Source: an optimization exercise on an open RTL-to-GDS flow (aim: small area, a short achievable clock period and few clock cycles). Production flows keep margins and buffers that such runs may drop.
In this exercise RTL edits were held to simulation tests only and were not proved equivalent to the original.

<file path="flow/design.v">
`default_nettype none
module hkre_xlate (
  input  logic [6:0] code_i,
  output logic [7:0] scan_o
);
  logic [7:0] x;
  always_comb begin
    case (code_i)
      7'h00: x = 8'h00; 7'h01: x = 8'h00; 7'h02: x = 8'h00; 7'h03: x = 8'h00;
      7'h04: x = 8'hC2; 7'h05: x = 8'hD9; 7'h06: x = 8'hCE; 7'h07: x = 8'hCD;
      7'h08: x = 8'hCC; 7'h09: x = 8'hD2; 7'h0A: x = 8'hD8; 7'h0B: x = 8'hDD;
      7'h0C: x = 8'hE6; 7'h0D: x = 8'hE2; 7'h0E: x = 8'hE7; 7'h0F: x = 8'hEC;
      7'h10: x = 8'hE3; 7'h11: x = 8'hDE; 7'h12: x = 8'hEB; 7'h13: x = 8'hF0;
      7'h14: x = 8'hC1; 7'h15: x = 8'hD1; 7'h16: x = 8'hC7; 7'h17: x = 8'hD7;
      7'h18: x = 8'hE1; 7'h19: x = 8'hD3; 7'h1A: x = 8'hC6; 7'h1B: x = 8'hC8;
      7'h1C: x = 8'hDC; 7'h1D: x = 8'hC3; 7'h1E: x = 8'hC0; 7'h1F: x = 8'hC5;
      7'h20: x = 8'hCB; 7'h21: x = 8'hD0; 7'h22: x = 8'hD6; 7'h23: x = 8'hDB;
      7'h24: x = 8'hE0; 7'h25: x = 8'hE5; 7'h26: x = 8'hEA; 7'h27: x = 8'hEF;
      7'h28: x = 8'hBD; 7'h29: x = 8'h71; 7'h2A: x = 8'hBC; 7'h2B: x = 8'hBE;
      7'h2C: x = 8'hD4; 7'h2D: x = 8'hF9; 7'h2E: x = 8'hF5; 7'h2F: x = 8'hFA;
      7'h30: x = 8'hF6; 7'h31: x = 8'hF7; 7'h32: x = 8'hBF; 7'h33: x = 8'hF2;
      7'h34: x = 8'hE8; 7'h35: x = 8'hBF; 7'h36: x = 8'hFB; 7'h37: x = 8'hED;
      7'h38: x = 8'hF3; 7'h39: x = 8'h00; 7'h3A: x = 8'h56; 7'h3B: x = 8'h57;
      7'h3C: x = 8'h58; 7'h3D: x = 8'h59; 7'h3E: x = 8'h5A; 7'h3F: x = 8'h64;
      7'h40: x = 8'h65; 7'h41: x = 8'h66; 7'h42: x = 8'h67; 7'h43: x = 8'h68;
      7'h44: x = 8'h71; 7'h45: x = 8'h72; 7'h46: x = 8'h7C; 7'h47: x = 8'h7D;
      7'h48: x = 8'hB0; 7'h49: x = 8'h8B; 7'h4A: x = 8'h8A; 7'h4B: x = 8'h8E;
      7'h4C: x = 8'h8C; 7'h4D: x = 8'h8D; 7'h4E: x = 8'h8F; 7'h4F: x = 8'hA8;
      7'h50: x = 8'hA7; 7'h51: x = 8'hA9; 7'h52: x = 8'hAA; 7'h53: x = 8'hA1;
      7'h54: x = 8'hA2; 7'h55: x = 8'hA3; 7'h56: x = 8'hA4; 7'h57: x = 8'h9C;
      7'h58: x = 8'h95; 7'h59: x = 8'h96; 7'h5A: x = 8'h97; 7'h5B: x = 8'h98;
      7'h5C: x = 8'h99; 7'h5D: x = 8'h9A; 7'h5E: x = 8'h9B; 7'h5F: x = 8'h9D;
      7'h60: x = 8'h9E; 7'h61: x = 8'h9F; 7'h62: x = 8'h92; 7'h63: x = 8'h94;
      7'h64: x = 8'hF7; 7'h65: x = 8'hB1; 7'h66: x = 8'h00; 7'h67: x = 8'hF5;
      7'h68: x = 8'h73; 7'h69: x = 8'h74; 7'h6A: x = 8'h7C; 7'h6B: x = 8'h7D;
      7'h6C: x = 8'h80; 7'h6D: x = 8'h81; 7'h6E: x = 8'h82; 7'h6F: x = 8'h83;
      7'h70: x = 8'hA1; 7'h71: x = 8'hA2; 7'h72: x = 8'hA3; 7'h73: x = 8'hA4;
      7'h74: x = 8'h7D; 7'h75: x = 8'h7C; 7'h76: x = 8'h74; 7'h77: x = 8'h8D;
      7'h78: x = 8'h00; 7'h79: x = 8'h00; 7'h7A: x = 8'h00; 7'h7B: x = 8'h00;
      7'h7C: x = 8'h00; 7'h7D: x = 8'h00; 7'h7E: x = 8'h8A; default: x = 8'h00;
    endcase
  end
  assign scan_o = x;
endmodule
`default_nettype wire
`default_nettype none
module hid_keyboard_report_to_key_events_core (
  input  logic        clk_i,
  input  logic        rst_ni,
  input  logic        in_valid_i,
  output logic        in_stall_o,
  input  logic [55:0] in_data_i,
  output logic        out_valid_o,
  input  logic        out_stall_i,
  output logic [9:0]  out_data_o
);
  logic [47:0] held_q;     
  logic [47:0] cur_q;      
  logic [2:0]  mod_q;      
  logic        rdy_q;      
  logic        cpy_q;      
  logic        mld_q;      
  logic [1:0]  ph_q;       
  logic [11:0] km_q;       
  logic        ov_q;
  logic [9:0]  out_q;
  logic        advance;
  logic        accept;
  logic [2:0]  in_mod;
  logic [11:0] km_new;
  logic [5:0]  in_cur;
  logic [5:0]  in_held;
  logic [11:0] low;
  logic [11:0] rest;
  logic [6:0]  sel_key;
  logic [7:0]  sel_code;
  logic        sel_val;
  logic        last_loaded;
  logic [5:0][7:0] hk;     
  logic [5:0][7:0] ck;     
  logic [5:0]  hz;         
  logic [5:0]  cz;         
  for (genvar i = 0; i < 6; i++) begin : g_slot
    assign hk[i] = held_q[47-8*i -: 8];
    assign ck[i] = cur_q[47-8*i -: 8];
    assign hz[i] = hk[i][7] || (hk[i][6:2] == 5'h00) || (hk[i][6:0] == 7'h39) ||
                   (hk[i][6:0] == 7'h66) || ((hk[i][6:3] == 4'hF) && (hk[i][2:0] != 3'h6));
    assign cz[i] = ck[i][7] || (ck[i][6:2] == 5'h00) || (ck[i][6:0] == 7'h39) ||
                   (ck[i][6:0] == 7'h66) || ((ck[i][6:3] == 4'hF) && (ck[i][2:0] != 3'h6));
  end
  assign advance = !ov_q || !out_stall_i;
  assign accept  = in_valid_i && rdy_q;
  assign in_mod[0] = |(in_data_i[55:48] & 8'h22);
  assign in_mod[1] = |(in_data_i[55:48] & 8'h11);
  assign in_mod[2] = |(in_data_i[55:48] & 8'h44);
  always_comb begin
    in_cur  = '0;
    in_held = '0;
    for (int i = 0; i < 6; i++) begin
      for (int j = 0; j < 6; j++) begin
        if (hk[i] == ck[j]) in_cur[i] = 1'b1;
        if (ck[i] == hk[j]) in_held[i] = 1'b1;
      end
      km_new[2*i]   = !hz[i] && !in_cur[i];
      km_new[2*i+1] = !cz[i] && !in_held[i];
    end
  end
  assign low  = km_q & (~km_q + 12'd1);
  assign rest = km_q & ~low;
  always_comb begin
    sel_key = '0;
    for (int i = 0; i < 6; i++) begin
      sel_key = sel_key | ({7{low[2*i]}} & hk[i][6:0])
                        | ({7{low[2*i+1]}} & ck[i][6:0]);
    end
    sel_val = |(low & 12'b1010_1010_1010);
  end
  hkre_xlate u_xlate (.code_i(sel_key), .scan_o(sel_code));
  assign last_loaded = advance && (((ph_q == 2'd3) && (km_q == '0)) ||
                                   ((ph_q == 2'd0) && (km_q != '0) && (rest == '0)));
  always_ff @(posedge clk_i or negedge rst_ni) begin
    if (!rst_ni) begin
      held_q <= '0;
      rdy_q  <= 1'b1;
      cpy_q  <= 1'b0;
      mld_q  <= 1'b0;
      ph_q   <= 2'd0;
      km_q   <= '0;
      ov_q   <= 1'b0;
    end else begin
      if (cpy_q) held_q <= cur_q;
      cpy_q <= last_loaded;
      mld_q <= accept;
      if (accept) rdy_q <= 1'b0;
      else if (last_loaded) rdy_q <= 1'b1;
      if (mld_q) begin
        km_q <= km_new;
      end else if (advance && ph_q == 2'd0) begin
        km_q <= rest;
      end
      if (advance) begin
        if (ph_q != 2'd0) begin
          ph_q <= ph_q + 2'd1;
          ov_q <= 1'b1;
        end else if (km_q != '0) begin
          ov_q <= 1'b1;
        end else if (accept) begin
          ph_q <= 2'd2;
          ov_q <= 1'b1;
        end else begin
          ov_q <= 1'b0;
        end
      end else if (accept) begin
        ph_q <= 2'd1;
      end
    end
  end
  always_ff @(posedge clk_i) begin
    if (rdy_q) begin
      cur_q <= in_data_i[47:0];
      mod_q <= in_mod;
    end
    if (advance) begin
      case (ph_q)
        2'd1: out_q <= {8'hAE, mod_q[0], 1'b0};
        2'd2: out_q <= {8'hAF, mod_q[1], 1'b0};
        2'd3: out_q <= {8'hB1, mod_q[2], km_q == '0};
        default: begin
          if (km_q != '0) out_q <= {sel_code, sel_val, rest == '0};
          else            out_q <= {8'hAE, in_mod[0], 1'b0};
        end
      endcase
    end
  end
  assign in_stall_o  = !rdy_q;
  assign out_valid_o = ov_q;
  assign out_data_o  = out_q;
endmodule
`default_nettype wire
</file>
<file path="flow/run.sh">
#!/bin/bash
# synth_recipe.tcl (not shown) runs the flow's synth.tcl, then flattens the netlist and writes it again
# the make line also repeats each setting of config.mk as NAME=value (left out here)
make -C /OpenROAD-flow-scripts/flow DESIGN_CONFIG=/design/flow/config.mk WORK_HOME=/design/flow/orfs CLKGATE_MAP_FILE= SYNTH_SCRIPT=/design/flow/synth_recipe.tcl finish
</file>
<file path="flow/config.mk">
export PLATFORM = sky130hd
export DESIGN_NAME = hid_keyboard_report_to_key_events_core
export DESIGN_NICKNAME = hid_keyboard_report_to_key_events_core
export VERILOG_FILES = /design/flow/design.v
export SDC_FILE = /design/flow/constraint.sdc
export NUM_CORES = 4
export LEC_CHECK = 0
export CAP_MARGIN = 20
export CORE_MARGIN = 2
export CORE_UTILIZATION = 40
export SLEW_MARGIN = 20
</file>
<file path="flow/constraint.sdc">
create_clock -name core_clock -period 5.0 [get_ports {clk_i}]
set_input_delay 1.0000 -clock core_clock [delete_from_list [all_inputs] [get_ports {clk_i}]]
set_output_delay 1.0000 -clock core_clock [all_outputs]
set_load 0.01 [all_outputs]
</file>
==> impl_metrics.tcl <==
set metrics [dict create \
    run_status "no timing/DRC/antenna violations" \
    worstPathMaxFanout 12 \
    timing.fmax_mhz 247 \
    worstHoldPathType "in -> async" \
    antenna_found_initial 0 \
    finish.utilization_pct 45.3 \
    track_usage_pct 27.6 \
    die_x_um 171 \
    max-cap-violations 0 \
    worstSkewPairLatency_ps 440 \
    synth_top_area_cell "sky130_fd_sc_hd__xnor2_1" \
    synth.area.top_cells "sky130_fd_sc_hd__xnor2_1 22%, sky130_fd_sc_hd__edfxtp_1 16%, sky130_fd_sc_hd__dfrtp_1 15%" \
    yosys_register_bits 127 \
    synth.cells.most_frequent "283 x sky130_fd_sc_hd__xnor2_1, 99 x sky130_fd_sc_hd__nor2_1, 93 x sky130_fd_sc_hd__clkbuf_1" \
    globalplace.congestion 0.952 \
    initial_core_util_pct 40.3 \
    grt.met2_usage_pct 41.1 \
    grt.busiest_layer "met2" \
    slew_viol_final 0 \
    synth_largest_type_area_fraction_pct 22.3 \
    post_cts_resize_count 0 \
    design.core.area_um2 27600 \
    final_hold_viol_count 0 \
    timing.slew.headroom_pct 47.0 \
    slowest_delay_ps 660 \
    pin_count 72 \
    firstDrtPassIters 6 \
    finalSetupViolations 0 \
    grt_pass1_wl_um 59500 \
    setup_crit_start "km_q[4]" \
    synthesis.area_per_instance_um2 8.57 \
    post-cts-setup-buffer-count 0 \
    worst_pin_slew_ps 792 \
    most_used_flip_flop_cell_after_synthesis "sky130_fd_sc_hd__dfrtp_1" \
    r2r-start "km_q[4]" \
    htree_num_levels 4 \
    grt_setup_unrepaired "false" \
    timing.setup.critical_path_class "reg -> reg" \
    number_of_vias_per_cell 6.13 \
    cp-end-kind "register" \
    wire_per_inst_um 23.7 \
    finalCriticalPeriod_ps 4050 \
    critPathLaunchType "register" \
    die_h_um 171 \
    finalWirelength_um 39300 \
    synthesis.nets 1371 \
    area.growth.synth_to_final_pct 12.5 \
    nets 1343 \
    final_antenna_net_count 0 \
    synthArstFlopShare_pct 52.0 \
    synth_enable_flop_cells 61 \
    multiInputGateArea_um2 6970 \
    drt_first_iter_violations 1411 \
    tritoncts_num_sinks 127 \
    layout_worst_path_cycle_share_pct 81.0 \
    seq_area_frac_synth_pct 31.3 \
    crit_path_cell_chain "or4_4, or4_1, o211ai_4, ha_1, nand2_1, o221ai_1, o31ai_1, o41ai_1, o22ai_1" \
    cts_bufs_inserted 17 \
    grt_pass1_vias 9831 \
    buffer_ports.inserted 69 \
    n_fill_cell 2731 \
    drc 0 \
    cts_tree "done" \
    cts.path.max_buffers 2 \
    standard_cell_rows 61 \
    clock_tree.root_cell "sky130_fd_sc_hd__clkbuf_16" \
    grt_remaining_overflow 0 \
    fp.dieArea_um2 29200 \
    skew_ps 11.2 \
    hold-worst-slack_ps 596 \
    diodes 0 \
    setup-tns-final_ps 0 \
    maximum_number_of_pins_on_one_net_before_global_route_repair 56 \
    required_ps 5190 \
    synthesis.instances 1299 \
    sequential_cell_area_um2 3490 \
    detailedPlacementHpwl_um 26500 \
    clk_pin_slew_ps 60 \
    timing.critical_path.arrival_ps 4240 \
    count_of_unique_library_cells_instantiated_by_yosys 78 \
    gr-usage-met1_pct 37.1 \
    layout-drive-gt1-share_pct 9.42 \
    route.vias.total 10200 \
    global_route.usage.met3_pct 7.10 \
    syn-cell-area_um2 11100 \
    ys.warnings.count 2 \
    cp_slowest_cell "sky130_fd_sc_hd__or4_1" \
    cts_hold_repair.buffers 0 \
    post-synth-top-count-cell "sky130_fd_sc_hd__xnor2_1" \
]
[worst paths after layout]
check                             endpoint  slack [ps]  cells past startpoint
worst max-delay path              out_q[6]         950                      9
worst min-delay path            held_q[37]         600                      1
worst max register to register    out_q[6]         950                      9
worst min register to register    out_q[1]         660                      2
max in group asynchronous            cpy_q        3360                      2
min in group core_clock           out_q[1]         660                      2
[state kept, by name, summed over array words and instances, names as in the netlist]
register / flops
cur_q: 48
held_q: 48
km_q: 12
out_q: 10
mod_q: 3
ph_q: 2
cpy_q: 1
mld_q: 1
ov_q: 1
rdy_q: 1
[critical path: cells and delay by family, from the launching register on]
family                     cells  cell delay [ps]
AOI/OAI and AO/OA              5             1180
DFF                            1              520
and+or+nand+nor                3             1590
adders and majority gates      1              490
[metrics by stage]
step | std cells | setup WS [ps] | area (um2)
after CTS | 1662 | 986 | 12500
after global placement | 1630 | 954 | 11900
after floorplan | 1299 | 1560 | 11100
after global routing | 1662 | 723 | 12500
final | 1662 | 951 | 12500
after detailed placement | 1630 | 995 | 11900
[routing by layer]
| layer | vias to the layer above | wire, um |
|---|---|---|
| li1 | 4577 | - |
| met1 | 4929 | 16700 |
| met2 | 565 | 17000 |
| met3 | 124 | 3920 |
| met4 | 0 | 1690 |
| met5 | - | 0 |
[area by class of cell]
class,instances,area share [%]
clock buffer,23,3.90
clock inverter,9,0.859
sequential,127,27.8
timing repair buffer,95,7.03
inverter,34,1.02
multi-input combinational,996,55.6
tap,378,3.77
[cells by family (layout without fill, tap and decap cells)]
logic type,Yosys count,in the layout,synth area share (%)
AOI/OAI and AO/OA,274,274,16.8
xor gates and xnor gates,291,291,22.9
adders and majority gates,13,13,1.44
buffers and inverters,176,161,6.36
DFF,127,127,31.3
muxes,44,44,4.41
and+or+nand+nor,374,374,16.8
[cell usage in the layout (no fill, tap or decap), drive strengths merged, types with 29 or more instances in the layout]
| cell type | n |
|---|---|
| a21oi | 56 |
| clkdlybuf4s50 | 68 |
| dfrtp | 65 |
| edfxtp | 61 |
| inv | 33 |
| mux2 | 41 |
| nand2 | 76 |
| nand3 | 29 |
| nand4 | 71 |
| nor2 | 100 |
| o21ai | 65 |
| xnor2 | 283 |
Testbench counts, summed over its fixed seeds: cycles 13,752.

what the ideal ports hide:
Ports are ideal in the flow. The routed layout listed here was re-timed in OpenROAD. Step 1: set_driving_cell puts a clkbuf_16 on clk_i and a buf_2 on each other input, an assumption about the parent block. Step 2 adds t to the input delays and takes it off the output delays; t is the mean of the earliest and latest rising clock arrival at the registers after step 1. Input paths then give back, and output paths get back, about the clock's delay inside the block. Three values: ideal, step 1, step 2; two values: the first two.
t, ns: 0.486
setup slack, ns: 0.951 / 0.951 / 0.951
clock arrival spread, ns: 0.012 / 0.012
pins driven straight from the clock port: 1
After both steps this run still meets setup and hold. The setup slack of this run moves by 0.000 ns with the drivers and by 0.000 ns with both steps.
